This design comes from an exercise in tuning for small area, a short achievable clock period and few clock cycles per item on the open sky130 flow, not from production work. At most, simulation tests tie the RTL to the original design; equivalence was not proved. The RTL of run 3 was laid out without a check of its function.

===== flow/design.v =====
package inv_salsa20_core_pkg;
  typedef logic [31:0] word_t;
  localparam int ROT_A = 18;
  localparam int ROT_D = 13;
  localparam int ROT_C = 9;
  localparam int ROT_B = 7;
  localparam logic [63:0] ROW_IDX = {4'd14, 4'd13, 4'd12, 4'd15, 4'd9, 4'd8, 4'd11, 4'd10,
                                          4'd4, 4'd7, 4'd6, 4'd5, 4'd3, 4'd2, 4'd1, 4'd0};
  localparam logic [63:0] COL_IDX = {4'd11, 4'd7, 4'd3, 4'd15, 4'd6, 4'd2, 4'd14, 4'd10,
                                          4'd1, 4'd13, 4'd9, 4'd5, 4'd12, 4'd8, 4'd4, 4'd0};
  function automatic [3:0] row_idx(input integer j);
    row_idx = ROW_IDX[4*j +: 4];
  endfunction
  function automatic [3:0] col_idx(input integer j);
    col_idx = COL_IDX[4*j +: 4];
  endfunction
  function automatic [31:0] rotl(input [31:0] x, input integer n);
    rotl = (x << n) | (x >> (32 - n));
  endfunction
endpackage
module inv_qr_lo
(
  input  logic [31:0] i_a,
  input  logic [31:0] i_b,
  input  logic [31:0] i_c,
  input  logic [31:0] i_d,
  output logic [31:0] o_a,
  output logic [31:0] o_d
);
  assign o_a = i_a ^ inv_salsa20_core_pkg::rotl(i_d + i_c, inv_salsa20_core_pkg::ROT_A);
  assign o_d = i_d ^ inv_salsa20_core_pkg::rotl(i_c + i_b, inv_salsa20_core_pkg::ROT_D);
endmodule
module inv_qr_hi
(
  input  logic        i_en,
  input  logic [31:0] i_a,
  input  logic [31:0] i_b,
  input  logic [31:0] i_c,
  input  logic [31:0] i_d,
  output logic [31:0] o_b,
  output logic [31:0] o_c
);
  logic [31:0] w_sc, w_sb;
  assign w_sc = (i_b + i_a) & {32{i_en}};
  assign w_sb = (i_a + i_d) & {32{i_en}};
  assign o_c = i_c ^ inv_salsa20_core_pkg::rotl(w_sc, inv_salsa20_core_pkg::ROT_C);
  assign o_b = i_b ^ inv_salsa20_core_pkg::rotl(w_sb, inv_salsa20_core_pkg::ROT_B);
endmodule
module inv_salsa20_core
#(
  parameter int ROUNDS = 20
) (
  input  logic         clk,
  input  logic         rst_n,
  input  logic         in_valid,
  output logic         in_ready,
  input  logic [511:0] data_in,
  output logic         out_valid,
  input  logic         out_ready,
  output logic [511:0] data_out,
  output logic         busy
);
  logic [15:0][31:0] r_s0, r_s1;
  logic [15:0][31:0] w_q0, w_lo, w_q1, w_hi, w_din;
  logic [4:0]        r_c0, r_c1;
  logic              r_v0, r_d0, r_v1, r_raw1, r_rdy;
  logic              w_adv, w_load;
  always_comb begin
    for (int j = 0; j < 16; j++)
      w_q0[j] = r_s0[inv_salsa20_core_pkg::row_idx(j)];
  end
  for (genvar g = 0; g < 4; g++) begin : g_lo
    inv_qr_lo u_lo (
      .i_a(w_q0[4*g+0]), .i_b(w_q0[4*g+1]), .i_c(w_q0[4*g+2]), .i_d(w_q0[4*g+3]),
      .o_a(w_lo[4*g+0]), .o_d(w_lo[4*g+3])
    );
    assign w_lo[4*g+1] = w_q0[4*g+1];
    assign w_lo[4*g+2] = w_q0[4*g+2];
  end
  for (genvar g = 0; g < 4; g++) begin : g_hi
    inv_qr_hi u_hi (
      .i_en(!r_raw1),
      .i_a(r_s1[4*g+0]), .i_b(r_s1[4*g+1]), .i_c(r_s1[4*g+2]), .i_d(r_s1[4*g+3]),
      .o_b(w_hi[4*g+1]), .o_c(w_hi[4*g+2])
    );
    assign w_hi[4*g+0] = r_s1[4*g+0];
    assign w_hi[4*g+3] = r_s1[4*g+3];
  end
  always_comb begin
    for (int j = 0; j < 16; j++) begin
      w_q1[4*(inv_salsa20_core_pkg::row_idx(j) % 4) + inv_salsa20_core_pkg::row_idx(j) / 4] = w_hi[j];
      w_din[j] = data_in[32*(4*(inv_salsa20_core_pkg::row_idx(j) % 4) + inv_salsa20_core_pkg::row_idx(j) / 4) +: 32];
    end
  end
  assign w_adv  = !r_d0 || out_ready;
  assign w_load = r_rdy && in_valid;
  always_ff @(posedge clk or negedge rst_n) begin
    if (!rst_n) begin
      r_v0   <= 1'b0;
      r_d0   <= 1'b0;
      r_c0   <= '0;
      r_v1   <= 1'b0;
      r_raw1 <= 1'b0;
      r_c1   <= '0;
      r_rdy  <= 1'b1;
    end else begin
      if (w_adv) begin
        r_v0 <= r_v1;
        r_c0 <= r_raw1 ? 5'd0 : r_c1 + 5'd1;
        r_d0 <= r_v1 && !r_raw1 && (r_c1 == 5'(ROUNDS - 1));
      end
      if (w_load) begin
        r_v1   <= 1'b1;
        r_raw1 <= 1'b1;
      end else if (w_adv) begin
        r_v1   <= r_v0 && !r_d0;
        r_raw1 <= 1'b0;
        r_c1   <= r_c0;
      end else if (r_rdy) begin
        r_v1   <= 1'b0;
      end
      if (w_adv) r_rdy <= !r_v1 || (r_v1 && !r_raw1 && (r_c1 == 5'(ROUNDS - 1)) && !(w_load || (r_v0 && !r_d0)));
      else       r_rdy <= !(w_load || r_v1);
    end
  end
  always_ff @(posedge clk) begin
    if (w_adv) r_s0 <= w_q1;
    if (r_rdy) r_s1 <= w_din;
    else if (w_adv) r_s1 <= w_lo;
  end
  assign in_ready  = r_rdy;
  assign out_valid = r_d0;
  assign data_out  = r_s0;
  assign busy      = (r_v0 && !r_d0) || r_v1;
endmodule

===== flow/run.sh =====
#!/bin/bash
# synth_recipe.tcl (not shown) runs the flow's synth.tcl, then flattens the netlist and writes it again
# the make line also repeats each setting of config.mk as NAME=value (left out here)
make -C /OpenROAD-flow-scripts/flow DESIGN_CONFIG=/design/flow/config.mk WORK_HOME=/design/flow/orfs CLKGATE_MAP_FILE= SYNTH_SCRIPT=/design/flow/synth_recipe.tcl finish

===== flow/config.mk =====
export PLATFORM = sky130hd
export DESIGN_NAME = inv_salsa20_core
export DESIGN_NICKNAME = inv_salsa20_core
export VERILOG_FILES = /design/flow/design.v
export SDC_FILE = /design/flow/constraint.sdc
export NUM_CORES = 4
export LEC_CHECK = 0
export CAP_MARGIN = 20
export CORE_MARGIN = 2
export CORE_UTILIZATION = 40
export SLEW_MARGIN = 20

===== flow/constraint.sdc =====
create_clock -name core_clock -period 11.0 [get_ports {clk}]
set_input_delay 2.2000 -clock core_clock [delete_from_list [all_inputs] [get_ports {clk}]]
set_output_delay 2.2000 -clock core_clock [all_outputs]
set_load 0.01 [all_outputs]

==> reports/summary.log, run 1 <==
INFO  global_route   use_met2=62.7%
INFO  global_route   grt_use_met1=55.3%
INFO  global_route   grt_start_max_net_pins=154
INFO  drt            vias_per_cell=6.18
INFO  logic_synthesis syn_nets=6880
INFO  global_route   grt_first_pass_wirelength=472000um
INFO  placed_design  io_buffers=1030
INFO  critical_path  slowest_cell_delay_on_critical_path=1090ps
INFO  layout         area.growth.synth_to_final=25.9%
INFO  global_route   grt.overflow.total=0
INFO  logic_synthesis netlist_area=66900um^2
INFO  global_route   grtUsageTotal=41.6%
INFO  layout         final_layout_size_suffix_gt1_share=10.8%
INFO  critical_path  start_kind=flip-flop
INFO  timing         layout_worst_path_cycle_share=43.3%
INFO  critical_path  timing.critical_path.to_type=primary output
INFO  drt            drt_iter0_drc=7939
INFO  logic_synthesis number_of_flops_mapped_to_enable_cells_by_yosys=1024
INFO  outcome        outcome=no timing/DRC/antenna violations
INFO  global_route   number_of_global_route_vias_before_repair=52600
INFO  layout         filler_cell_count=15200
INFO  timing         postLayoutSetupSlackWorst=6230ps
INFO  logic_synthesis yosysUniqueCellTypes=88
INFO  logic_synthesis postSynth.topFlopCell=sky130_fd_sc_hd__edfxtp_1
INFO  clock_network  cts-htree-levels=3
INFO  critical_path  worstPathBufferInverterCount=1
INFO  clock_network  post_cts_buffers=0
INFO  drt            route.antenna.remaining_nets=0
INFO  clock_network  cts_repair_resize_count=0
INFO  clock_network  numClockSinks=1039
INFO  layout         mostFrequentLayoutCells=sky130_fd_sc_hd__clkdlybuf4s50_1, sky130_fd_sc_hd__edfxtp_1, sky130_fd_sc_hd__ha_1
INFO  critical_path  rr_worst_depth=13
INFO  clock_network  cts_tree=built
INFO  critical_path  critical_path_peak_fanout=7
INFO  clock_network  cts.clk_slew.worst_paths=70ps
INFO  placed_design  detailed_place_hpwl=298000um
INFO  floorplan      floorplan.rows=150
INFO  logic_synthesis count_of_warnings_emitted_by_yosys=3
INFO  timing         finClkSkew=23.6ps
INFO  clock_network  cts_root_buf=sky130_fd_sc_hd__clkbuf_16
INFO  logic_synthesis syn-mean-instance-area=11.4um^2
INFO  clock_network  clk_path_buf_depth=3
INFO  layout         register_area=31100um^2
INFO  drt            route.detailed.wl_per_inst=39.7um
INFO  logic_synthesis synth-seq-area-share=46.5%
INFO  global_route   grt_antenna_before_repair=62
INFO  timing         finalHoldViolCount=0
INFO  logic_synthesis ys_seq_elements=1039
INFO  logic_synthesis synth_cells=5851
INFO  clock_network  cts_hold_buf=0
INFO  critical_path  crit_path_cell_trace=clkdlybuf4s50_1
INFO  run            cap_viol_max_count=0
INFO  drt            routed_wl=367000um
INFO  min_path       whs_path_depth=2
INFO  global_route   groute.layer.met3.usage=8.21%
INFO  timing         relSlewSlack=23.4%
INFO  global_route   gr-max-usage-layer=met2
INFO  drt            number_of_remaining_drc_errors=0
INFO  floorplan      die-height=413um
INFO  clock_network  worstSkewPairLatency=760ps
INFO  timing         timing_worst_slew_pin_value=1150ps
INFO  timing         final_count_of_negative_setup_slack_endpoints=0
INFO  floorplan      die_w=413um
INFO  layout         finish.net_count=7945
INFO  critical_path  timing.setup.critical_path_class=flip-flop to primary output
INFO  drt            drt_pre_antenna_iters=6
INFO  timing         period_minus_slack=4770ps
INFO  floorplan      initial_core_util=40.1%
INFO  critical_path  worst_ep_required_time=8800ps
INFO  critical_path  timing.critical_path.arrival=2570ps
INFO  timing         rsz0062_at_grt=no
INFO  timing         fin_setup_tns=0ps
INFO  placed_design  place.gp.congestion=1.03
INFO  min_path       hold_path_class=flip-flop to flip-flop
INFO  logic_synthesis async_reset_ff_share=1.44%
INFO  floorplan      floorplan.core_area=167000um^2
INFO  drt            routed-via-count=57100
INFO  layout         multiInputGateArea=34800um^2
INFO  placed_design  dpl_worst_slack=5920ps
INFO  timing         f_max=210MHz
INFO  layout         most_common_cell_after_layout_fill_and_taps_aside=sky130_fd_sc_hd__clkdlybuf4s50_1
INFO  clock_network  cts_buffers=121
INFO  critical_path  path_depth=1
INFO  floorplan      die_outline_area=171000um^2
INFO  timing         drv_slew=0
INFO  floorplan      top_level_ports=1031
INFO  critical_path  path_delay_family=flip-flops
INFO  critical_path  critical_path.slowest_cell=sky130_fd_sc_hd__edfxtp_1
==> Yosys cell counts (all sizes together), types with 25 or more instances <==
| cell type | instances | area, um^2 |
|---|---|---|
| a31oi | 51 | 334 |
| ha | 497 | 6220 |
| nor2b | 66 | 413 |
| a21oi | 427 | 2170 |
| o21bai | 58 | 435 |
| nand2 | 291 | 1090 |
| xnor2 | 496 | 4340 |
| a21o | 284 | 2130 |
| nor2 | 413 | 1550 |
| and3 | 48 | 300 |
| nand4 | 45 | 282 |
| inv | 120 | 450 |
| nor3 | 76 | 385 |
| edfxtp | 1024 | 30700 |
| clkbuf | 137 | 514 |
| or3 | 31 | 194 |
| o211ai | 33 | 253 |
| and2 | 27 | 171 |
| mux2 | 442 | 4980 |
| a211oi | 38 | 295 |
| o21a | 50 | 375 |
| xor2 | 453 | 3970 |
| o21ai | 273 | 1370 |
| nand2b | 77 | 482 |
| o31ai | 25 | 193 |
| nand3 | 93 | 465 |
==> layer usage <==
metal,part of all wire (%),vias up
met3,9.8,722
met5,0.027,-
met4,6.9,16
li1,-,23900
met2,43,3646
met1,40,28800
==> final cells by class <==
| cell class | count | area share [%] |
|---|---|---|
| multi-input combinational | 4539 | 41.3 |
| sequential | 1039 | 36.9 |
| timing repair buffer | 1095 | 12.9 |
| clock buffer | 147 | 3.89 |
| tap | 2204 | 3.27 |
| clock inverter | 82 | 1.09 |
| inverter | 120 | 0.548 |
| antenna | 24 | 0.0713 |
==> cell families after synthesis <==
logic type | count (synthesis) | synth area share, %
AOI/OAI and AO/OA | 1393 | 13.5
xor gates and xnor gates | 949 | 12.4
adders and majority gates | 513 | 9.77
buffers and inverters | 273 | 1.53
DFF | 1039 | 46.5
muxes | 451 | 7.57
and+or+nand+nor | 1233 | 8.71
==> flip-flops by register name, summed over array words and instances, names as in the netlist <==
| name | flops |
|---|---|
| r_c0 | 5 |
| r_c1 | 5 |
| r_d0 | 1 |
| r_raw1 | 1 |
| r_rdy | 1 |
| r_s0 | 512 |
| r_s1 | 512 |
| r_v0 | 1 |
| r_v1 | 1 |
==> per-stage QoR <==
stage,utilization [%],instances,hold WS [ps],instance area [um^2]
detailed placement,48.0,8997,452,80000
finish,50.6,9250,467,84300
global route,50.5,9230,480,84200
CTS,50.5,9226,467,84200
global placement,48.0,8997,457,80000
floorplan,-,5851,431,66900
==> worst paths after layout <==
kind                       startpoint       endpoint  slack [ps]
max                         r_s0[439]  data_out[439]        6230
min                           r_c0[1]        r_c0[1]         470
max reg2reg                  r_s0[38]      r_s1[102]        6240
min reg2reg                   r_c0[1]        r_c0[1]         470
max in group asynchronous       rst_n         r_raw1        8570
min in group asynchronous       rst_n        r_c0[0]        1890
Testbench counts, summed over its fixed seeds: cycles 8,264, items 384.
==> run 2, diff against run 1 <==
==> flow/flow/run.sh (new file) <==
#!/bin/bash
set -euo pipefail
export BUFFER_PORTS_ARGS="-buffer_cell sky130_fd_sc_hd__buf_2"
export SETUP_SLACK_MARGIN=${FLOW_SETUP_MARGIN:-7.2}
bash standard.sh > standard_make.log 2>&1
==> flow/standard.sh (new file) <==
#!/bin/bash
# synth_recipe.tcl (not shown) runs the flow's synth.tcl, then flattens the netlist and writes it again
# the make line also repeats each setting of config.mk as NAME=value (left out here)
make -C /OpenROAD-flow-scripts/flow DESIGN_CONFIG=/design/flow/config.mk WORK_HOME=/design/flow/orfs CLKGATE_MAP_FILE= SYNTH_SCRIPT=/design/flow/synth_recipe.tcl "${@:-finish}"
removed: flow/run.sh
==> reports/summary.log, run 2 <==
INFO  layout         post-route-util=51.4%
INFO  timing         final_count_of_negative_setup_slack_endpoints=0
INFO  critical_path  timing.setup.critical_path_class=flip-flop to primary output
INFO  logic_synthesis postSynth.topFlopCell=sky130_fd_sc_hd__edfxtp_1
INFO  clock_network  cts_buffers=118
INFO  min_path       holdPathEnd=r_s0[352]
INFO  critical_path  worst_ep_required_time=8800ps
INFO  clock_network  cts.clk_slew.worst_paths=60ps
INFO  critical_path  critical_path.most_common_cell=sky130_fd_sc_hd__buf_6
INFO  drt            number_of_remaining_drc_errors=0
INFO  drt            route.detailed.wl_per_inst=38.8um
INFO  timing         postLayoutSetupSlackWorst=7070ps
INFO  drt            routed_wl=378000um
INFO  global_route   grt_first_pass_wirelength=483000um
INFO  placed_design  dpl_worst_slack=5840ps
INFO  timing         rsz0062_at_grt=yes
INFO  floorplan      floorplan.rows=150
INFO  logic_synthesis synth_top_cells_by_area=sky130_fd_sc_hd__edfxtp_1, sky130_fd_sc_hd__ha_1, sky130_fd_sc_hd__mux2_2
INFO  global_route   grtUsageTotal=42.7%
INFO  clock_network  cts_hold_buf=0
INFO  logic_synthesis synth_cells=5851
INFO  timing         f_max=254MHz
INFO  floorplan      die-height=413um
INFO  logic_synthesis number_of_flops_mapped_to_enable_cells_by_yosys=1024
INFO  critical_path  critical_path.slowest_cell=sky130_fd_sc_hd__edfxtp_1
INFO  logic_synthesis synth_top_cell_area_share=46.0%
INFO  logic_synthesis ys_seq_elements=1039
INFO  critical_path  timing.rr.start=r_s0[32]
INFO  placed_design  place.gp.congestion=1.07
INFO  timing         drv_slew=0
INFO  global_route   grt_antenna_before_repair=77
INFO  floorplan      die_outline_area=171000um^2
INFO  floorplan      initial_core_util=40.1%
INFO  layout         area.growth.synth_to_final=28.1%
INFO  clock_network  clk_path_buf_depth=3
INFO  drt            route.antenna.remaining_nets=0
INFO  layout         leading_registers_by_flop_count=r_s0 x512, r_s1 x512
INFO  drt            drt_iter0_drc=8761
INFO  min_path       worstHoldStart=r_s1[480]
INFO  logic_synthesis syn_nets=6880
INFO  critical_path  ff2ff_setup_slack=7180ps
INFO  critical_path  rr_worst_depth=16
INFO  global_route   grt_start_max_net_pins=161
INFO  timing         finClkSkew=23.5ps
INFO  logic_synthesis netlist_area=66900um^2
INFO  critical_path  critical_path_peak_fanout=2
INFO  critical_path  crit_path_cell_trace=buf_4 -> buf_6 -> buf_6
INFO  layout         finish.net_count=8445
INFO  logic_synthesis async_reset_ff_share=1.44%
INFO  layout         final_layout_size_suffix_gt1_share=33.6%
INFO  critical_path  timing.critical_path.arrival=1730ps
INFO  drt            routed-via-count=60000
INFO  clock_network  cts_tree=built
INFO  clock_network  cts-htree-levels=3
INFO  timing         relSlewSlack=20.2%
INFO  min_path       whs_path_depth=0
INFO  floorplan      top_level_ports=1031
INFO  logic_synthesis count_of_warnings_emitted_by_yosys=3
INFO  floorplan      die_w=413um
INFO  floorplan      floorplan.core_area=167000um^2
INFO  critical_path  timing.critical_path.to_type=primary output
INFO  clock_network  cts_root_buf=sky130_fd_sc_hd__clkbuf_16
INFO  outcome        outcome=no timing/DRC/antenna violations
INFO  critical_path  path_delay_family=flip-flops
INFO  global_route   number_of_global_route_vias_before_repair=54200
INFO  clock_network  worstSkewPairLatency=780ps
INFO  logic_synthesis netlist_top_cells_count=sky130_fd_sc_hd__edfxtp_1, sky130_fd_sc_hd__ha_1, sky130_fd_sc_hd__xnor2_1, sky130_fd_sc_hd__xor2_1, sky130_fd_sc_hd__mux2_2
INFO  logic_synthesis syn-mean-instance-area=11.4um^2
INFO  timing         period_minus_slack=3930ps
INFO  clock_network  numClockSinks=1039
INFO  logic_synthesis synthDominantAreaCellType=sky130_fd_sc_hd__edfxtp_1
INFO  placed_design  io_buffers=1030
INFO  timing         layout_worst_path_cycle_share=35.8%
INFO  critical_path  start_kind=flip-flop
INFO  critical_path  worstPathBufferInverterCount=3
INFO  layout         most_common_cell_after_layout_fill_and_taps_aside=sky130_fd_sc_hd__edfxtp_1
INFO  timing         finalHoldViolCount=0
INFO  global_route   grt.overflow.total=0
INFO  drt            drt_pre_antenna_iters=6
INFO  drt            vias_per_cell=6.15
INFO  logic_synthesis yosysUniqueCellTypes=88
INFO  logic_synthesis yosys.cell_count.top_type=sky130_fd_sc_hd__edfxtp_1
INFO  timing         fin_setup_tns=0ps
INFO  min_path       hold_path_class=flip-flop to flip-flop
INFO  layout         mostFrequentLayoutCells=sky130_fd_sc_hd__edfxtp_1, sky130_fd_sc_hd__buf_2, sky130_fd_sc_hd__xnor2_1
INFO  critical_path  regToRegEndpoint=r_s1[105]
INFO  run            cap_viol_max_count=0
INFO  logic_synthesis synth-seq-area-share=46.5%
INFO  placed_design  detailed_place_hpwl=288000um
INFO  timing         timing_worst_slew_pin_value=1200ps
INFO  critical_path  slowest_cell_delay_on_critical_path=530ps
-- run 2: cell count changes in the layout (fill, tap and decap cells not counted), sizes merged --
cell | previous run | this run
diode | 24 | 29
clkinvlp | 14 | 12
bufinv | 16 | 18
clkbuf | 147 | 136
clkinv | 41 | 49
clkdlybuf4s50 | 1030 | 0
buf | 65 | 1597
inv | 131 | 125
-- run 2: cells by family after synthesis --
logic type | after synthesis | synth area share [%]
muxes | 451 | 7.57
DFF | 1039 | 46.5
buffers and inverters | 273 | 1.53
xor gates and xnor gates | 949 | 12.4
and+or+nand+nor | 1233 | 8.71
AOI/OAI and AO/OA | 1393 | 13.5
adders and majority gates | 513 | 9.77
-- run 2: per-stage QoR --
stage	hold slack (ps)	std cells	area, um^2
final	475	9748	85700
after global routing	480	9720	85700
after floorplan	431	5851	66900
after CTS	463	9636	83900
after global placement	443	8982	74700
after detailed placement	449	8982	74700
-- run 2: worst max path at each step --
| stage | start | endpoint | slack [ps] | depth (start not counted) |
|---|---|---|---|---|
| 6_report | r_s0[225] | data_out[225] | 7070 | 3 |
| 5_1_grt | r_s1[384] | r_s0[231] | 7060 | 15 |
| 4_1_cts | r_s0[65] | data_out[65] | 7120 | 2 |
| 3_5_place_dp | out_ready | r_s0[338] | 5840 | 6 |
| 3_3_place_gp | out_ready | r_s0[340] | 5880 | 6 |
| 2_1_floorplan | out_ready | r_c1[0] | 220 | 4 |
-- run 2: timing repair --
| action | 4_1_cts | 5_1_grt |
|---|---|---|
| setup buffers | 435 | 82 |
| cloned | 0 | 1 |
| pin swaps | 61 | 130 |
| resized for setup | 172 | 233 |
| setup endpoints to repair | 580 | 390 |
-- run 2: final cells by class --
cell class              count  area, um^2
clock inverters            84         976
repair buffers           1598       10900
inverters                 120         472
diodes                     29        72.6
well taps                2204        2760
fillers                 15200       80900
clock buffers             135        3040
multi-input cells        4539       36400
flip-flops and latches   1039       31100
-- run 2: layer usage --
layer	up-vias	part of all wire [%]	track usage, %
met1	29800	37	55.1
met4	40	9.4	32.3
met3	990	11	10.5
met5	-	0.072	0
met2	4278	42	61.7
li1	24900	-	-
==> run 3, diff against run 2 <==
--- a/flow/design.v
+++ b/flow/design.v
@@ -18,6 +18,14 @@
     rotl = (x << n) | (x >> (32 - n));
   endfunction
 endpackage
+module add32
+(
+  input  logic [31:0] i_x,
+  input  logic [31:0] i_y,
+  output logic [31:0] o_s
+);
+  assign o_s = i_x + i_y;
+endmodule
 module inv_qr_lo
 (
   input  logic [31:0] i_a,
@@ -27,8 +35,11 @@
   output logic [31:0] o_a,
   output logic [31:0] o_d
 );
-  assign o_a = i_a ^ inv_salsa20_core_pkg::rotl(i_d + i_c, inv_salsa20_core_pkg::ROT_A);
-  assign o_d = i_d ^ inv_salsa20_core_pkg::rotl(i_c + i_b, inv_salsa20_core_pkg::ROT_D);
+  logic [31:0] w_sa, w_sd;
+  add32 u_sa (.i_x(i_d), .i_y(i_c), .o_s(w_sa));
+  add32 u_sd (.i_x(i_c), .i_y(i_b), .o_s(w_sd));
+  assign o_a = i_a ^ inv_salsa20_core_pkg::rotl(w_sa, inv_salsa20_core_pkg::ROT_A);
+  assign o_d = i_d ^ inv_salsa20_core_pkg::rotl(w_sd, inv_salsa20_core_pkg::ROT_D);
 endmodule
 module inv_qr_hi
 (
@@ -40,9 +51,11 @@
   output logic [31:0] o_b,
   output logic [31:0] o_c
 );
-  logic [31:0] w_sc, w_sb;
-  assign w_sc = (i_b + i_a) & {32{i_en}};
-  assign w_sb = (i_a + i_d) & {32{i_en}};
+  logic [31:0] w_sc, w_sb, w_ac, w_ab;
+  add32 u_sc (.i_x(i_b), .i_y(i_a), .o_s(w_ac));
+  add32 u_sb (.i_x(i_a), .i_y(i_d), .o_s(w_ab));
+  assign w_sc = w_ac & {32{i_en}};
+  assign w_sb = w_ab & {32{i_en}};
   assign o_c = i_c ^ inv_salsa20_core_pkg::rotl(w_sc, inv_salsa20_core_pkg::ROT_C);
   assign o_b = i_b ^ inv_salsa20_core_pkg::rotl(w_sb, inv_salsa20_core_pkg::ROT_B);
 endmodule
--- a/flow/config.mk
+++ b/flow/config.mk
@@ -9,3 +9,5 @@
 export CORE_MARGIN = 2
 export CORE_UTILIZATION = 40
 export SLEW_MARGIN = 20
+export SYNTH_HIERARCHICAL = 1
+export SYNTH_MINIMUM_KEEP_SIZE = 0
==> reports/summary.log, run 3 <==
INFO  placed_design  placed_cell_area=79900um^2
INFO  logic_synthesis async_reset_ff_share=1.44%
INFO  logic_synthesis synth_top_cells_by_area=sky130_fd_sc_hd__edfxtp_1, sky130_fd_sc_hd__ha_1, sky130_fd_sc_hd__mux2_4
INFO  layout         register_area=31100um^2
INFO  timing         layout_worst_path_cycle_share=35.8%
INFO  clock_network  cts_root_buf=sky130_fd_sc_hd__clkbuf_16
INFO  floorplan      floorplan.rows=158
INFO  min_path       whs_path_depth=0
INFO  layout         area.growth.synth_to_final=18.3%
INFO  logic_synthesis synthDominantAreaCellType=sky130_fd_sc_hd__edfxtp_1
INFO  layout         leading_registers_by_flop_count=r_s0 x512, r_s1 x512
INFO  global_route   grt.overflow.total=0
INFO  logic_synthesis ys_seq_elements=1039
INFO  run            cap_viol_max_count=0
INFO  clock_network  cts_tree=built
INFO  logic_synthesis synth-seq-area-share=41.7%
INFO  layout         finalInstanceArea=88300um^2
INFO  timing         period_minus_slack=3940ps
INFO  floorplan      top_level_ports=1031
INFO  timing         relSlewSlack=28.8%
INFO  logic_synthesis syn-mean-instance-area=11.4um^2
INFO  drt            route.detailed.wl_per_inst=39.0um
INFO  critical_path  critical_path_peak_fanout=4
INFO  global_route   grt_antenna_before_repair=67
INFO  outcome        outcome=no timing/DRC/antenna violations
INFO  timing         finalHoldViolCount=0
INFO  placed_design  io_buffers=1030
INFO  drt            drt_iter0_drc=8656
INFO  clock_network  cts-htree-levels=3
INFO  global_route   grtUsageTotal=40.3%
INFO  timing         fin_setup_tns=0ps
INFO  global_route   grt_first_pass_wirelength=513000um
INFO  floorplan      floorplan.core_area=185000um^2
INFO  layout         final_layout_size_suffix_gt1_share=31.0%
INFO  critical_path  crit_start=r_rdy
INFO  logic_synthesis synth_simple_gate_area_share=8.26%
INFO  timing         timing_worst_slew_pin_value=1070ps
INFO  layout         mostFrequentLayoutCells=sky130_fd_sc_hd__edfxtp_1, sky130_fd_sc_hd__buf_2, sky130_fd_sc_hd__nand2_1
INFO  floorplan      die_w=436um
INFO  logic_synthesis count_of_warnings_emitted_by_yosys=9
INFO  placed_design  place.gp.congestion=1.03
INFO  critical_path  rr_worst_depth=9
INFO  logic_synthesis muxShareOfSynthArea=10.0%
INFO  drt            drt_pre_antenna_iters=6
INFO  placed_design  detailed_place_hpwl=306000um
INFO  critical_path  regToRegEndpoint=r_s0[231]
INFO  clock_network  numClockSinks=1039
INFO  timing         final_count_of_negative_setup_slack_endpoints=0
INFO  clock_network  cts_hold_buf=0
INFO  min_path       worstHoldStart=r_s1[352]
INFO  layout         multiInputGateArea=39900um^2
INFO  layout         filler_cell_count=17400
INFO  drt            routed-via-count=63300
INFO  critical_path  timing.setup.critical_path_class=flip-flop to primary output
INFO  clock_network  worstSkewPairLatency=840ps
INFO  logic_synthesis synth_xor_xnor_area_share=11.3%
INFO  global_route   number_of_global_route_vias_before_repair=58100
INFO  clock_network  cts.clk_slew.worst_paths=70ps
INFO  logic_synthesis combinational_family_with_the_most_area_after_synthesis=compound AO/OA/AOI/OAI gates
INFO  global_route   grt_start_max_net_pins=146
INFO  logic_synthesis netlist_area=74600um^2
INFO  timing         f_max=254MHz
INFO  logic_synthesis syn_nets=7588
INFO  layout         finish.net_count=8677
INFO  drt            number_of_remaining_drc_errors=0
INFO  logic_synthesis netlist_top_cells_count=sky130_fd_sc_hd__edfxtp_1, sky130_fd_sc_hd__nand2_1, sky130_fd_sc_hd__xor2_1, sky130_fd_sc_hd__ha_1
INFO  logic_synthesis synth_top_cell_area_share=41.2%
INFO  logic_synthesis yosysUniqueCellTypes=62
INFO  drt            vias_per_cell=6.17
INFO  critical_path  timing.rr.start=r_s1[391]
INFO  clock_network  cts_buffers=121
INFO  logic_synthesis synth_cells=6559
INFO  floorplan      initial_core_util=40.3%
INFO  layout         most_common_cell_after_layout_fill_and_taps_aside=sky130_fd_sc_hd__edfxtp_1
INFO  timing         finClkSkew=67.8ps
INFO  drt            routed_wl=400000um
INFO  timing         drv_slew=0
INFO  logic_synthesis synthAdderAreaFrac=8.76%
INFO  floorplan      die-height=436um
INFO  timing         rsz0062_at_grt=yes
INFO  drt            route.antenna.remaining_nets=0
INFO  critical_path  ff2ff_setup_slack=7150ps
INFO  critical_path  timing.critical_path.to_type=primary output
INFO  logic_synthesis postSynth.topFlopCell=sky130_fd_sc_hd__edfxtp_1
INFO  critical_path  timing.critical_path.arrival=1740ps
INFO  floorplan      die_outline_area=190000um^2
INFO  layout         post-route-util=47.6%
INFO  logic_synthesis share_of_the_synthesized_area_in_compound_gates_ao_oa_aoi_oai=14.8%
INFO  logic_synthesis number_of_flops_mapped_to_enable_cells_by_yosys=1024
INFO  min_path       hold_path_class=flip-flop to flip-flop
INFO  critical_path  worst_ep_required_time=8800ps
INFO  logic_synthesis yosys.cell_count.top_type=sky130_fd_sc_hd__edfxtp_1
INFO  clock_network  clk_path_buf_depth=3
INFO  min_path       holdPathEnd=r_s0[192]
INFO  critical_path  start_kind=flip-flop
## run 3: changes by cell type after synthesis, moves of 70 or more
cell                      before  now
sky130_fd_sc_hd__mux2_4        0  359
sky130_fd_sc_hd__mux2_2      442  158
sky130_fd_sc_hd__nand2_1     291  555
sky130_fd_sc_hd__buf_4         0  257
sky130_fd_sc_hd__nor2_1      413  192
sky130_fd_sc_hd__nand4_1      45  128
sky130_fd_sc_hd__nand3_1      93  163
## run 3: final cells by class
| type | instances | area share [%] |
|---|---|---|
| sequential | 1039 | 35.3 |
| clock inverter | 81 | 0.971 |
| clock buffer | 144 | 3.54 |
| tap | 2480 | 3.52 |
| timing repair buffer | 1484 | 10.9 |
| antenna | 27 | 0.0766 |
| multi-input combinational | 4903 | 45.2 |
| inverter | 99 | 0.456 |
## run 3: worst max-delay path by stage
stage | end | slack, ps | cells after the start
2_1_floorplan | r_s1[0] | 4560 | 2
3_3_place_gp | r_s0[294] | 6040 | 5
3_5_place_dp | r_s0[418] | 5990 | 5
4_1_cts | in_ready | 6820 | 2
5_1_grt | in_ready | 7030 | 2
6_report | in_ready | 7060 | 2
## run 3: critical path, stage by stage, from the launching register on
cell and delay (ps):
sky130_fd_sc_hd__dfstp_4 690, sky130_fd_sc_hd__buf_16 130, sky130_fd_sc_hd__buf_6 90
## run 3: logic make-up after synthesis
family | Yosys count
compound gates | 1562
xor+xnor | 963
fa+ha+maj | 513
buf+inv | 617
flops | 1039
mux | 549
simple gates | 1316
## run 3: modules after synthesis, one instance, submodules excluded
module / cells / cell area, um^2 / flip-flops and latches / copies in the design
inv_qr_lo: 64 / 561 / 0 / 4
add32: 241 / 1740 / 0 / 16
inv_salsa20_core: 1907 / 41000 / 1039 / 1
inv_qr_hi: 135 / 880 / 0 / 4
## run 3: metal layers
| layer | routed length (um) | global-route usage, % |
|---|---|---|
| met1 | 151000 | 50.9 |
| met2 | 170000 | 59.5 |
| met3 | 38000 | 7.76 |
| met4 | 40300 | 33.9 |
| met5 | 95 | 0 |
## run 3: repair_timing
action | in CTS | in global routing
buffers inserted | 390 | 12
pin swaps | 0 | 8
endpoints found under the setup margin | 847 | 326
resized for setup | 83 | 67
gates cloned | 0 | 2
hold endpoints to repair | 0 | 0
## run 3: through the flow
stage / worst slack, ps / std cells / hold slack [ps]
after floorplan: 4560 / 6559 / 431
after global placement: 6040 / 9601 / 446
after detailed placement: 5990 / 9601 / 442
after CTS: 6820 / 10200 / 453
after global routing: 7030 / 10200 / 457
final: 7060 / 10300 / 450
==> run 4, diff against run 3 <==
--- a/flow/design.v
+++ b/flow/design.v
@@ -17,15 +17,24 @@
   function automatic [31:0] rotl(input [31:0] x, input integer n);
     rotl = (x << n) | (x >> (32 - n));
   endfunction
+  function automatic [31:0] add(input [31:0] x, input [31:0] y);
+    logic [31:0] g, p, gn, pn;
+    g = x & y;
+    p = x ^ y;
+    for (int s = 1; s < 32; s = s * 2) begin
+      gn = g;
+      pn = p;
+      for (int i = 0; i < 32; i++)
+        if ((i & s) != 0) begin
+          gn[i] = g[i] | (p[i] & g[(i & ~(s - 1)) - 1]);
+          pn[i] = p[i] & p[(i & ~(s - 1)) - 1];
+        end
+      g = gn;
+      p = pn;
+    end
+    add = (x ^ y) ^ {g[30:0], 1'b0};
+  endfunction
 endpackage
-module add32
-(
-  input  logic [31:0] i_x,
-  input  logic [31:0] i_y,
-  output logic [31:0] o_s
-);
-  assign o_s = i_x + i_y;
-endmodule
 module inv_qr_lo
 (
   input  logic [31:0] i_a,
@@ -35,11 +44,8 @@
   output logic [31:0] o_a,
   output logic [31:0] o_d
 );
-  logic [31:0] w_sa, w_sd;
-  add32 u_sa (.i_x(i_d), .i_y(i_c), .o_s(w_sa));
-  add32 u_sd (.i_x(i_c), .i_y(i_b), .o_s(w_sd));
-  assign o_a = i_a ^ inv_salsa20_core_pkg::rotl(w_sa, inv_salsa20_core_pkg::ROT_A);
-  assign o_d = i_d ^ inv_salsa20_core_pkg::rotl(w_sd, inv_salsa20_core_pkg::ROT_D);
+  assign o_a = i_a ^ inv_salsa20_core_pkg::rotl(inv_salsa20_core_pkg::add(i_d, i_c), inv_salsa20_core_pkg::ROT_A);
+  assign o_d = i_d ^ inv_salsa20_core_pkg::rotl(inv_salsa20_core_pkg::add(i_c, i_b), inv_salsa20_core_pkg::ROT_D);
 endmodule
 module inv_qr_hi
 (
@@ -51,11 +57,9 @@
   output logic [31:0] o_b,
   output logic [31:0] o_c
 );
-  logic [31:0] w_sc, w_sb, w_ac, w_ab;
-  add32 u_sc (.i_x(i_b), .i_y(i_a), .o_s(w_ac));
-  add32 u_sb (.i_x(i_a), .i_y(i_d), .o_s(w_ab));
-  assign w_sc = w_ac & {32{i_en}};
-  assign w_sb = w_ab & {32{i_en}};
+  logic [31:0] w_sc, w_sb;
+  assign w_sc = inv_salsa20_core_pkg::add(i_b, i_a) & {32{i_en}};
+  assign w_sb = inv_salsa20_core_pkg::add(i_a, i_d) & {32{i_en}};
   assign o_c = i_c ^ inv_salsa20_core_pkg::rotl(w_sc, inv_salsa20_core_pkg::ROT_C);
   assign o_b = i_b ^ inv_salsa20_core_pkg::rotl(w_sb, inv_salsa20_core_pkg::ROT_B);
 endmodule
@@ -76,7 +80,9 @@
   logic [15:0][31:0] r_s0, r_s1;
   logic [15:0][31:0] w_q0, w_lo, w_q1, w_hi, w_din;
   logic [4:0]        r_c0, r_c1;
-  logic              r_v0, r_d0, r_v1, r_raw1, r_rdy;
+  logic              r_v0, r_d0, r_v1, r_raw1, r_rdy, r_busy;
+  logic [4:0]        n_c0, n_c1;
+  logic              n_v0, n_d0, n_v1, n_raw1, n_rdy, n_busy;
   logic              w_adv, w_load;
   always_comb begin
     for (int j = 0; j < 16; j++)
@@ -107,6 +113,31 @@
   end
   assign w_adv  = !r_d0 || out_ready;
   assign w_load = r_rdy && in_valid;
+  always_comb begin
+    n_v0   = r_v0;
+    n_d0   = r_d0;
+    n_c0   = r_c0;
+    n_v1   = r_v1;
+    n_raw1 = r_raw1;
+    n_c1   = r_c1;
+    if (w_adv) begin
+      n_v0 = r_v1;
+      n_c0 = r_raw1 ? 5'd0 : r_c1 + 5'd1;
+      n_d0 = r_v1 && !r_raw1 && (r_c1 == 5'(ROUNDS - 1));
+    end
+    if (w_load) begin
+      n_v1   = 1'b1;
+      n_raw1 = 1'b1;
+    end else if (w_adv) begin
+      n_v1   = r_v0 && !r_d0;
+      n_raw1 = 1'b0;
+      n_c1   = r_c0;
+    end else if (r_rdy) begin
+      n_v1   = 1'b0;
+    end
+    n_rdy  = !n_v0 || (n_d0 && !n_v1);
+    n_busy = (n_v0 && !n_d0) || n_v1;
+  end
   always_ff @(posedge clk or negedge rst_n) begin
     if (!rst_n) begin
       r_v0   <= 1'b0;
@@ -116,24 +147,16 @@
       r_raw1 <= 1'b0;
       r_c1   <= '0;
       r_rdy  <= 1'b1;
+      r_busy <= 1'b0;
     end else begin
-      if (w_adv) begin
-        r_v0 <= r_v1;
-        r_c0 <= r_raw1 ? 5'd0 : r_c1 + 5'd1;
-        r_d0 <= r_v1 && !r_raw1 && (r_c1 == 5'(ROUNDS - 1));
-      end
-      if (w_load) begin
-        r_v1   <= 1'b1;
-        r_raw1 <= 1'b1;
-      end else if (w_adv) begin
-        r_v1   <= r_v0 && !r_d0;
-        r_raw1 <= 1'b0;
-        r_c1   <= r_c0;
-      end else if (r_rdy) begin
-        r_v1   <= 1'b0;
-      end
-      if (w_adv) r_rdy <= !r_v1 || (r_v1 && !r_raw1 && (r_c1 == 5'(ROUNDS - 1)) && !(w_load || (r_v0 && !r_d0)));
-      else       r_rdy <= !(w_load || r_v1);
+      r_v0   <= n_v0;
+      r_d0   <= n_d0;
+      r_c0   <= n_c0;
+      r_v1   <= n_v1;
+      r_raw1 <= n_raw1;
+      r_c1   <= n_c1;
+      r_rdy  <= n_rdy;
+      r_busy <= n_busy;
     end
   end
   always_ff @(posedge clk) begin
@@ -144,5 +167,5 @@
   assign in_ready  = r_rdy;
   assign out_valid = r_d0;
   assign data_out  = r_s0;
-  assign busy      = (r_v0 && !r_d0) || r_v1;
+  assign busy      = r_busy;
 endmodule
--- a/flow/config.mk
+++ b/flow/config.mk
@@ -7,7 +7,5 @@
 export LEC_CHECK = 0
 export CAP_MARGIN = 20
 export CORE_MARGIN = 2
-export CORE_UTILIZATION = 40
+export CORE_UTILIZATION = 50
 export SLEW_MARGIN = 20
-export SYNTH_HIERARCHICAL = 1
-export SYNTH_MINIMUM_KEEP_SIZE = 0
==> reports/summary.log, run 4 <==
INFO  outcome        outcome=no timing/DRC/antenna violations
INFO  placed_design  detailed_place_hpwl=240000um
INFO  critical_path  start_kind=flip-flop
INFO  logic_synthesis synth_simple_gate_area_share=6.49%
INFO  placed_design  place.gp.congestion=1.06
INFO  drt            routed-via-count=51900
INFO  drt            route.antenna.remaining_nets=0
INFO  min_path       worstHoldStart=r_s1[97]
INFO  logic_synthesis netlist_area=62100um^2
INFO  critical_path  worstPathBufferInverterCount=2
INFO  timing         postLayoutSetupSlackWorst=7170ps
INFO  floorplan      floorplan.rows=129
INFO  clock_network  cts-htree-levels=3
INFO  timing         rsz0062_at_grt=yes
INFO  logic_synthesis yosys.cell_count.top_type=sky130_fd_sc_hd__edfxtp_1
INFO  timing         f_max=261MHz
INFO  drt            route.detailed.wl_per_inst=39.3um
INFO  clock_network  cts_hold_buf=0
INFO  critical_path  timing.critical_path.to_type=primary output
INFO  logic_synthesis number_of_flops_mapped_to_enable_cells_by_yosys=1024
INFO  min_path       hold_path_class=flip-flop to flip-flop
INFO  logic_synthesis synth_xor_xnor_area_share=12.6%
INFO  floorplan      die_w=356um
INFO  critical_path  slowest_cell_delay_on_critical_path=660ps
INFO  global_route   grt_first_pass_wirelength=406000um
INFO  logic_synthesis syn_nets=5987
INFO  critical_path  regToRegEndpoint=r_s1[363]
INFO  layout         finish.net_count=7393
INFO  clock_network  clk_path_buf_depth=3
INFO  critical_path  ff2ff_setup_slack=7250ps
INFO  critical_path  rr_worst_depth=12
INFO  logic_synthesis muxShareOfSynthArea=7.76%
INFO  layout         area.growth.synth_to_final=23.8%
INFO  global_route   grtUsageTotal=48.4%
INFO  logic_synthesis combinational_family_with_the_most_area_after_synthesis=XOR/XNOR gates
INFO  timing         hold_ws=452ps
INFO  logic_synthesis synth_top_cells_by_area=sky130_fd_sc_hd__edfxtp_1, sky130_fd_sc_hd__ha_1, sky130_fd_sc_hd__xnor2_1
INFO  global_route   grt_antenna_before_repair=76
INFO  timing         relSlewSlack=12.4%
INFO  clock_network  cts_buffers=114
INFO  floorplan      floorplan.core_area=123000um^2
INFO  critical_path  timing.setup.critical_path_class=flip-flop to primary output
INFO  min_path       whs_path_depth=0
INFO  timing         period_minus_slack=3830ps
INFO  timing         fin_setup_tns=0ps
INFO  clock_network  cts_root_buf=sky130_fd_sc_hd__clkbuf_16
INFO  run            cap_viol_max_count=0
INFO  timing         drv_slew=0
INFO  critical_path  timing.critical_path.arrival=1630ps
INFO  critical_path  critical_path.slowest_cell=sky130_fd_sc_hd__dfstp_4
INFO  layout         leading_registers_by_flop_count=r_s0 x512, r_s1 x512
INFO  critical_path  critical_path_peak_fanout=4
INFO  placed_design  io_buffers=1030
INFO  timing         finClkSkew=46.8ps
INFO  drt            drt_pre_antenna_iters=6
INFO  logic_synthesis share_of_the_synthesized_area_in_compound_gates_ao_oa_aoi_oai=9.20%
INFO  layout         mostFrequentLayoutCells=sky130_fd_sc_hd__buf_2, sky130_fd_sc_hd__edfxtp_1, sky130_fd_sc_hd__xnor2_1
INFO  logic_synthesis syn-mean-instance-area=12.6um^2
INFO  timing         timing_worst_slew_pin_value=1310ps
INFO  drt            vias_per_cell=6.42
INFO  logic_synthesis count_of_warnings_emitted_by_yosys=3
INFO  critical_path  worst_ep_required_time=8800ps
INFO  critical_path  path_delay_family=flip-flops
INFO  placed_design  dpl_worst_slack=5760ps
INFO  clock_network  worstSkewPairLatency=760ps
INFO  logic_synthesis synth_top_cell_area_share=49.5%
INFO  drt            routed_wl=318000um
INFO  global_route   grt.overflow.total=0
INFO  layout         most_common_cell_after_layout_fill_and_taps_aside=sky130_fd_sc_hd__buf_2
INFO  min_path       holdPathEnd=r_s0[385]
INFO  logic_synthesis postSynth.topFlopCell=sky130_fd_sc_hd__edfxtp_1
INFO  logic_synthesis yosysUniqueCellTypes=85
INFO  logic_synthesis synthDominantAreaCellType=sky130_fd_sc_hd__edfxtp_1
INFO  clock_network  cts.clk_slew.worst_paths=60ps
INFO  logic_synthesis netlist_top_cells_count=sky130_fd_sc_hd__edfxtp_1, sky130_fd_sc_hd__xnor2_1, sky130_fd_sc_hd__ha_1, sky130_fd_sc_hd__mux2_2, sky130_fd_sc_hd__nand2_1
INFO  logic_synthesis synth-seq-area-share=50.2%
INFO  clock_network  cts_tree=built
INFO  floorplan      die-height=356um
INFO  logic_synthesis synthAdderAreaFrac=12.3%
INFO  critical_path  crit_path_cell_trace=buf_16 -> buf_6
INFO  floorplan      die_outline_area=127000um^2
INFO  floorplan      top_level_ports=1031
INFO  logic_synthesis synth_cells=4910
INFO  critical_path  timing.rr.start=r_s0[352]
INFO  global_route   grt_start_max_net_pins=176
INFO  timing         finalHoldViolCount=0
INFO  clock_network  numClockSinks=1040
INFO  logic_synthesis async_reset_ff_share=1.54%
INFO  drt            number_of_remaining_drc_errors=0
INFO  logic_synthesis ys_seq_elements=1040
INFO  layout         final_layout_size_suffix_gt1_share=32.4%
INFO  timing         layout_worst_path_cycle_share=34.8%
INFO  drt            drt_iter0_drc=9034
INFO  global_route   number_of_global_route_vias_before_repair=46200
INFO  floorplan      initial_core_util=50.3%
INFO  timing         final_count_of_negative_setup_slack_endpoints=0
INFO  layout         post-route-util=62.2%
==> run 4: per-layer routing <==
layer	global-route usage (%)	routed length (um)	vias to the layer above	share of wire (%)
li1	-	-	21000	-
met1	62.8	112000	25500	35
met2	71.4	136000	4406	43
met3	12.8	43700	920	14
met4	32.5	26000	48	8.2
met5	0	303	-	0.095
==> run 4: logic make-up (layout without fill, tap and decap cells) <==
group,after synthesis,after routing
xor+xnor,890,890
simple gates,857,857
flops,1040,1040
compound gates,874,874
fa+ha+maj,561,561
mux,429,429
other cells,0,37
buf+inv,259,1761
==> run 4: worst max-delay path by stage <==
stage / cells after the start / startpoint / endpoint
detailed placement: 5 / out_ready / r_s0[491]
floorplan: 5 / out_ready / r_rdy
finish: 2 / r_rdy / in_ready
CTS: 2 / r_rdy / in_ready
global route: 2 / r_rdy / in_ready
global placement: 5 / out_ready / r_s0[489]
==> run 4: per-stage QoR <==
stage | instances | instance area [um^2]
final | 8086 | 76900
after global routing | 8052 | 76800
after CTS | 8023 | 76200
after floorplan | 4910 | 62100
after detailed placement | 7516 | 69400
after global placement | 7516 | 69400
==> run 4: area by class of cell <==
cell class / instances / area [um^2]
Antenna cell: 37 / 92.6
Clock buffer: 133 / 2970
Fill cell: 9946 / 46600
Timing Repair Buffer: 1392 / 8790
Tap cell: 1637 / 2050
Multi-Input combinational cell: 3611 / 30400
Inverter: 156 / 592
Timing Repair inverter: 1 / 5.00
Sequential cell: 1040 / 31200
Clock inverter: 79 / 846
==> run 4: timing repair <==
action                     CTS  global route
cloned                       4             2
setup endpoints to repair  838           279
pin swaps                    3            19
resized for setup           24            55
setup buffers              291            24
Testbench counts of run 4, summed over its fixed seeds: cycles 8,264, items 384.
==> run 5, diff against run 4 <==
--- a/flow/config.mk
+++ b/flow/config.mk
@@ -7,5 +7,5 @@
 export LEC_CHECK = 0
 export CAP_MARGIN = 20
 export CORE_MARGIN = 2
-export CORE_UTILIZATION = 50
+export CORE_UTILIZATION = 40
 export SLEW_MARGIN = 20
==> reports/summary.log, run 5 <==
INFO  floorplan      floorplan.core_area=154000um^2
INFO  layout         area.growth.synth_to_final=25.6%
INFO  floorplan      die_w=398um
INFO  layout         final-instance-count-excl-fill=8548
INFO  timing         relSlewSlack=24.7%
INFO  outcome        outcome=no timing/DRC/antenna violations
INFO  critical_path  timing.critical_path.to_type=primary output
INFO  logic_synthesis synth_top_cell_area_share=49.5%
INFO  critical_path  timing.setup.critical_path_class=flip-flop to primary output
INFO  clock_network  clk_path_buf_depth=3
INFO  logic_synthesis count_of_warnings_emitted_by_yosys=3
INFO  placed_design  post-place-cells=7931
INFO  critical_path  regToRegEndpoint=r_s0[454]
INFO  clock_network  cts.clk_slew.worst_paths=60ps
INFO  timing         rsz0062_at_grt=yes
INFO  logic_synthesis async_reset_ff_share=1.54%
INFO  critical_path  worst_setup_path_endpoint=data_out[56]
INFO  timing         period_minus_slack=3840ps
INFO  timing         finalHoldViolCount=0
INFO  global_route   gr-max-usage-layer=met2
INFO  logic_synthesis number_of_flops_mapped_to_enable_cells_by_yosys=1024
INFO  clock_network  cts_hold_buf=0
INFO  logic_synthesis synth-seq-area-share=50.2%
INFO  critical_path  critical_path_peak_fanout=3
INFO  global_route   groute.layer.met3.usage=9.66%
INFO  critical_path  slowest_cell_delay_on_critical_path=660ps
INFO  logic_synthesis yosys.cell_count.top_type=sky130_fd_sc_hd__edfxtp_1
INFO  timing         finClkSkew=26.7ps
INFO  layout         finish.net_count=7442
INFO  clock_network  cts_root_buf=sky130_fd_sc_hd__clkbuf_16
INFO  floorplan      initial_core_util=40.3%
INFO  timing         fin_setup_tns=0ps
INFO  clock_network  cts-htree-levels=3
INFO  placed_design  detailed_place_hpwl=257000um
INFO  clock_network  numClockSinks=1040
INFO  floorplan      top_level_ports=1031
INFO  timing         drv_slew=0
INFO  logic_synthesis netlist_area=62100um^2
INFO  logic_synthesis netlist_top_cells_count=sky130_fd_sc_hd__edfxtp_1, sky130_fd_sc_hd__xnor2_1, sky130_fd_sc_hd__ha_1, sky130_fd_sc_hd__mux2_2, sky130_fd_sc_hd__nand2_1
INFO  timing         f_max=261MHz
INFO  layout         filler_cell_count=13700
INFO  drt            drt_pre_antenna_iters=6
INFO  global_route   number_of_global_route_vias_before_repair=46500
INFO  placed_design  io_buffers=1030
INFO  drt            routed-via-count=51400
INFO  global_route   grt_start_max_net_pins=154
INFO  clock_network  cts_buffers=116
INFO  run            cap_viol_max_count=0
INFO  layout         leading_registers_by_flop_count=r_s0 x512, r_s1 x512
INFO  critical_path  path_delay_family=flip-flops
INFO  placed_design  place.gp.congestion=1.03
INFO  floorplan      die-height=398um
INFO  timing         timing_worst_slew_pin_value=1130ps
INFO  drt            number_of_remaining_drc_errors=0
INFO  logic_synthesis syn_nets=5987
INFO  timing         final_count_of_negative_setup_slack_endpoints=0
INFO  logic_synthesis ys_seq_elements=1040
INFO  critical_path  start_kind=flip-flop
INFO  drt            vias_per_cell=6.01
INFO  global_route   grtUsageTotal=41.0%
INFO  logic_synthesis synth_top_cells_by_area=sky130_fd_sc_hd__edfxtp_1, sky130_fd_sc_hd__ha_1, sky130_fd_sc_hd__xnor2_1
INFO  critical_path  ff2ff_setup_slack=7220ps
INFO  global_route   grt_first_pass_wirelength=425000um
INFO  global_route   use_met2=60.9%
INFO  global_route   grt.overflow.total=0
INFO  layout         mostFrequentLayoutCells=sky130_fd_sc_hd__buf_2, sky130_fd_sc_hd__edfxtp_1, sky130_fd_sc_hd__xnor2_1
INFO  drt            drt_iter0_drc=7432
INFO  critical_path  path_depth=1
INFO  critical_path  worst_ep_required_time=8800ps
INFO  global_route   grt_use_met1=52.8%
INFO  logic_synthesis yosysUniqueCellTypes=85
INFO  floorplan      die_outline_area=158000um^2
INFO  critical_path  crit_path_cell_trace=buf_2
INFO  clock_network  worstSkewPairLatency=760ps
INFO  drt            route.antenna.remaining_nets=0
INFO  global_route   grt_antenna_before_repair=49
INFO  critical_path  timing.critical_path.arrival=1640ps
INFO  critical_path  crit_start=r_s0[56]
INFO  logic_synthesis syn-mean-instance-area=12.6um^2
INFO  drt            routed_wl=334000um
INFO  logic_synthesis postSynth.topFlopCell=sky130_fd_sc_hd__edfxtp_1
INFO  floorplan      floorplan.rows=144
INFO  logic_synthesis synth_cells=4910
INFO  logic_synthesis synthDominantAreaCellType=sky130_fd_sc_hd__edfxtp_1
INFO  layout         final_layout_size_suffix_gt1_share=33.2%
INFO  drt            route.detailed.wl_per_inst=39.1um
INFO  critical_path  critical_path.slowest_cell=sky130_fd_sc_hd__edfxtp_1
INFO  critical_path  worstPathBufferInverterCount=1
INFO  timing         hold_ws=457ps
INFO  clock_network  cts_tree=built
INFO  min_path       hold_path_class=flip-flop to flip-flop
INFO  timing         layout_worst_path_cycle_share=34.9%
INFO  critical_path  rr_worst_depth=11
INFO  critical_path  timing.rr.start=r_s1[261]
==> run 5: cell counts after synthesis <==
No cell type changed its count.
==> run 5: repair_timing <==
item,in CTS,in global routing
cloned,1,0
pin swaps,8,39
buffers inserted,337,22
resized for setup,49,60
setup endpoints to repair,716,323
==> run 5: kinds of logic after synthesis <==
group                    Yosys count  share of synthesized area (%)
XOR/XNOR                         890                           12.6
adder cells (fa/ha/maj)          561                           12.3
AO/OA/AOI/OAI                    874                           9.20
multiplexers                     429                           7.76
flip-flops                      1040                           50.2
buffers and inverters            259                           1.57
AND/OR/NAND/NOR                  857                           6.49
==> run 5: layout make-up <==
type | instances | area (um^2) | share of cell area, %
Clock inverter | 93 | 1060 | 1.36
Multi-Input combinational cell | 3611 | 30500 | 39.1
Clock buffer | 129 | 3020 | 3.86
Timing Repair inverter | 1 | 5.00 | 0.00641
Sequential cell | 1040 | 31200 | 39.9
Tap cell | 2044 | 2560 | 3.28
Inverter | 156 | 592 | 0.759
Timing Repair Buffer | 1439 | 9070 | 11.6
Antenna cell | 35 | 87.6 | 0.112
==> run 5: worst min path at each step <==
| stage | from | endpoint | slack, ps | cells after the start |
|---|---|---|---|---|
| final | r_s1[257] | r_s0[321] | 460 | 0 |
| after floorplan | r_s1[129] | r_s0[161] | 430 | 0 |
| after detailed placement | r_s1[129] | r_s0[161] | 450 | 0 |
| after global placement | r_s1[257] | r_s0[321] | 440 | 0 |
| after global routing | r_s1[257] | r_s0[321] | 460 | 0 |
| after CTS | r_s1[257] | r_s0[321] | 460 | 0 |
==> run 5: stage by stage <==
step | utilization (%) | setup slack, ps | area [um^2]
3_3_place_gp | 45.4 | 5820 | 69900
3_5_place_dp | 45.4 | 5810 | 69900
2_1_floorplan | - | 106 | 62100
6_report | 50.6 | 7160 | 78000
4_1_cts | 50.3 | 7180 | 77400
5_1_grt | 50.6 | 7140 | 77900
==> run 5: per-layer routing <==
metal	up-vias	part of all wire (%)
li1	21100	-
met1	25700	37
met2	3850	43
met3	793	12
met4	20	8.2
met5	-	0.039
==> run 6, diff against run 5 <==
--- a/flow/design.v
+++ b/flow/design.v
@@ -83,7 +83,7 @@
   logic              r_v0, r_d0, r_v1, r_raw1, r_rdy, r_busy;
   logic [4:0]        n_c0, n_c1;
   logic              n_v0, n_d0, n_v1, n_raw1, n_rdy, n_busy;
-  logic              w_adv, w_load;
+  logic              w_adv, w_take, w_acc, r_spec1, r_sok, n_spec1, n_sok;
   always_comb begin
     for (int j = 0; j < 16; j++)
       w_q0[j] = r_s0[inv_salsa20_core_pkg::row_idx(j)];
@@ -112,59 +112,67 @@
     end
   end
   assign w_adv  = !r_d0 || out_ready;
-  assign w_load = r_rdy && in_valid;
+  assign w_take = r_rdy || (r_sok && out_ready);
+  assign w_acc  = in_valid && (r_rdy || r_spec1);
   always_comb begin
-    n_v0   = r_v0;
-    n_d0   = r_d0;
-    n_c0   = r_c0;
-    n_v1   = r_v1;
-    n_raw1 = r_raw1;
-    n_c1   = r_c1;
+    n_v0    = r_v0;
+    n_d0    = r_d0;
+    n_c0    = r_c0;
+    n_v1    = r_v1;
+    n_raw1  = r_raw1;
+    n_spec1 = 1'b0;
+    n_c1    = r_c1;
     if (w_adv) begin
-      n_v0 = r_v1;
+      n_v0 = r_v1 && (!r_spec1 || in_valid);
       n_c0 = r_raw1 ? 5'd0 : r_c1 + 5'd1;
       n_d0 = r_v1 && !r_raw1 && (r_c1 == 5'(ROUNDS - 1));
     end
-    if (w_load) begin
-      n_v1   = 1'b1;
-      n_raw1 = 1'b1;
+    if (w_take) begin
+      n_v1    = in_valid;
+      n_raw1  = 1'b1;
+      n_spec1 = !r_rdy && in_valid;
     end else if (w_adv) begin
       n_v1   = r_v0 && !r_d0;
       n_raw1 = 1'b0;
       n_c1   = r_c0;
-    end else if (r_rdy) begin
-      n_v1   = 1'b0;
+    end else if (r_spec1) begin
+      n_v1   = in_valid;
     end
-    n_rdy  = !n_v0 || (n_d0 && !n_v1);
-    n_busy = (n_v0 && !n_d0) || n_v1;
+    n_rdy  = (!n_v0 || (n_d0 && !n_v1)) && !n_spec1;
+    n_sok  = n_d0 && n_v1 && !n_spec1;
+    n_busy = (n_v0 && !n_d0) || (n_v1 && !n_spec1);
   end
   always_ff @(posedge clk or negedge rst_n) begin
     if (!rst_n) begin
-      r_v0   <= 1'b0;
-      r_d0   <= 1'b0;
-      r_c0   <= '0;
-      r_v1   <= 1'b0;
-      r_raw1 <= 1'b0;
-      r_c1   <= '0;
-      r_rdy  <= 1'b1;
-      r_busy <= 1'b0;
+      r_v0    <= 1'b0;
+      r_d0    <= 1'b0;
+      r_c0    <= '0;
+      r_v1    <= 1'b0;
+      r_raw1  <= 1'b0;
+      r_spec1 <= 1'b0;
+      r_c1    <= '0;
+      r_rdy   <= 1'b1;
+      r_sok   <= 1'b0;
+      r_busy  <= 1'b0;
     end else begin
-      r_v0   <= n_v0;
-      r_d0   <= n_d0;
-      r_c0   <= n_c0;
-      r_v1   <= n_v1;
-      r_raw1 <= n_raw1;
-      r_c1   <= n_c1;
-      r_rdy  <= n_rdy;
-      r_busy <= n_busy;
+      r_v0    <= n_v0;
+      r_d0    <= n_d0;
+      r_c0    <= n_c0;
+      r_v1    <= n_v1;
+      r_raw1  <= n_raw1;
+      r_spec1 <= n_spec1;
+      r_c1    <= n_c1;
+      r_rdy   <= n_rdy;
+      r_sok   <= n_sok;
+      r_busy  <= n_busy;
     end
   end
   always_ff @(posedge clk) begin
     if (w_adv) r_s0 <= w_q1;
-    if (r_rdy) r_s1 <= w_din;
+    if (w_take) r_s1 <= w_din;
     else if (w_adv) r_s1 <= w_lo;
   end
-  assign in_ready  = r_rdy;
+  assign in_ready  = r_rdy || r_spec1;
   assign out_valid = r_d0;
   assign data_out  = r_s0;
   assign busy      = r_busy;
==> reports/summary.log, run 6 <==
INFO  critical_path  rr_worst_depth=15
INFO  clock_network  cts_root_buf=sky130_fd_sc_hd__clkbuf_16
INFO  logic_synthesis synthDominantAreaCellType=sky130_fd_sc_hd__edfxtp_1
INFO  floorplan      top_level_ports=1031
INFO  critical_path  ff2ff_setup_slack=7080ps
INFO  drt            number_of_remaining_drc_errors=0
INFO  drt            routed_wl=340000um
INFO  timing         finClkSkew=33.9ps
INFO  logic_synthesis async_reset_ff_share=1.73%
INFO  global_route   grt.overflow.total=0
INFO  timing         finalHoldViolCount=0
INFO  critical_path  timing.rr.start=r_s0[256]
INFO  floorplan      initial_core_util=40.2%
INFO  clock_network  cts-htree-levels=3
INFO  min_path       hold_path_class=flip-flop to flip-flop
INFO  floorplan      die_w=397um
INFO  clock_network  cts.clk_slew.worst_paths=60ps
INFO  drt            route.detailed.wl_per_inst=36.9um
INFO  placed_design  detailed_place_hpwl=262000um
INFO  logic_synthesis yosys.cell_count.top_type=sky130_fd_sc_hd__nand2_1
INFO  layout         leading_registers_by_flop_count=r_s0 x512, r_s1 x512
INFO  placed_design  io_buffers=1030
INFO  timing         drv_slew=0
INFO  critical_path  regToRegEndpoint=r_s1[271]
INFO  min_path       whs_path_depth=0
INFO  timing         relSlewSlack=35.0%
INFO  outcome        outcome=no timing/DRC/antenna violations
INFO  global_route   grt_start_max_net_pins=165
INFO  logic_synthesis synth_cells=5631
INFO  timing         timing_worst_slew_pin_value=967ps
INFO  floorplan      floorplan.core_area=154000um^2
INFO  floorplan      die-height=397um
INFO  placed_design  place.gp.congestion=1.03
INFO  layout         most_common_cell_after_layout_fill_and_taps_aside=sky130_fd_sc_hd__nand2_1
INFO  logic_synthesis ys_seq_elements=1042
INFO  clock_network  cts_buffers=118
INFO  logic_synthesis yosysUniqueCellTypes=80
INFO  clock_network  cts_hold_buf=0
INFO  global_route   grt_antenna_before_repair=63
INFO  timing         f_max=253MHz
INFO  clock_network  numClockSinks=1042
INFO  critical_path  timing.critical_path.arrival=1750ps
INFO  layout         finish.net_count=8134
INFO  timing         layout_worst_path_cycle_share=35.9%
INFO  logic_synthesis synth-seq-area-share=50.5%
INFO  logic_synthesis count_of_warnings_emitted_by_yosys=3
INFO  floorplan      floorplan.rows=144
[run 6: changes by cell type after synthesis, moves of 25 or more]
cell | before | now
sky130_fd_sc_hd__nand2_1 | 298 | 1235
sky130_fd_sc_hd__a21oi_1 | 220 | 251
sky130_fd_sc_hd__o21ai_1 | 35 | 10
sky130_fd_sc_hd__clkbuf_1 | 94 | 140
sky130_fd_sc_hd__o21ai_0 | 173 | 343
sky130_fd_sc_hd__mux2_2 | 419 | 7
[run 6: through the flow]
stage	cell area, um^2	instances	hold slack, ps	setup TNS, ps	setup slack [ps]
6_report	77700	9218	450	0	7050
5_1_grt	77700	9203	486	0	7050
4_1_cts	76900	9156	452	0	7090
3_5_place_dp	69400	8601	437	0	5020
3_3_place_gp	69400	8601	436	0	5060
2_1_floorplan	61900	5631	426	-1991500	-3890
[run 6: repair_timing]
item                                     CTS  global route
cloned                                     5             2
resized for setup                        116           105
setup buffers                            331            42
endpoints found under the setup margin  1241           576
pin swaps                                 28            61
[run 6: worst max path at each step]
| stage | startpoint | endpoint | slack, ps |
|---|---|---|---|
| finish | r_s0[128] | data_out[128] | 7050 |
| global route | r_s0[256] | r_s1[273] | 7050 |
| CTS | r_s0[256] | r_s1[273] | 7090 |
| detailed placement | out_ready | r_s1[139] | 5020 |
| global placement | out_ready | r_s1[143] | 5060 |
| floorplan | out_ready | r_s1[0] | -3890 |
[run 6: cell type report]
type,instances,area (um^2)
inverter,159,603
clock buffer,135,3020
sequential,1042,31200
multi-input combinational,4283,30300
timing repair inverter,1,5.00
antenna,18,45.0
tap,2044,2560
clock inverter,84,990
timing repair buffer,1452,8970
fill,14100,76000
[run 6: cell families after synthesis]
kind of cell	Yosys count	share of synthesized area, %
fa+ha+maj	561	12.3
xor+xnor	868	12.3
simple gates	1777	12.1
mux	15	0.257
flops	1042	50.5
compound gates	1058	10.7
buf+inv	310	1.88
[run 6: worst max-delay path, stage by stage, from the launching register on]
cell	delay, ps
sky130_fd_sc_hd__edfxtp_1	560
sky130_fd_sc_hd__buf_4	220
sky130_fd_sc_hd__buf_6	110
sky130_fd_sc_hd__buf_6	110
[run 6: per-layer routing]
metal	vias up	part of all wire [%]	global-route usage, %
li1	22900	-	-
met2	3973	43	61.7
met1	27100	37	53.9
met3	889	11	8.74
met5	-	0.055	0
met4	26	8.8	30.8
Testbench counts of run 6, summed over its fixed seeds: cycles 8,096, items 384.

==> separate check: timing with driven ports <==
No port has a modelled driver above. Below, the same layouts with a new extraction and two added sets of constraints.
Step 1 sets driving cells, clkbuf_16 on the clock port and buf_2 on the other inputs (assumed; they add their load-dependent delay and slew).
Step 2 times the ports against the registers' clock, not the clock port: input delays grow and output delays shrink by t, the midpoint of the rising clock arrivals with the driver on.
Three values: no drivers, after step 1, after step 2; two values: the first two.
run | shift t [ns] | slack for setup (ns) | hold slack, ns | worst slew at a driven data input, ns
run 1 | 0.843 | 6.233 / 6.137 / 5.772 | 0.467 / 0.467 / 0.467 | 0.26
run 2 | 0.861 | 7.067 / 6.972 / 6.462 | 0.475 / 0.475 / 0.475 | 0.17
run 3 | 0.893 | 7.058 / 6.967 / 6.407 | 0.450 / 0.450 / 0.450 | 0.32
run 4 | 0.818 | 7.168 / 7.085 / 6.414 | 0.452 / 0.452 / 0.452 | 0.20
run 5 | 0.843 | 7.163 / 7.068 / 6.497 | 0.457 / 0.457 / 0.457 | 0.18
run 6 | 0.841 | 7.050 / 6.962 / 6.395 | 0.450 / 0.450 / 0.450 | 0.12
After both steps every run listed still meets setup and hold. For run 4, which loses most, drivers alone change the setup slack by -0.083 ns; drivers and shift together by -0.754 ns.
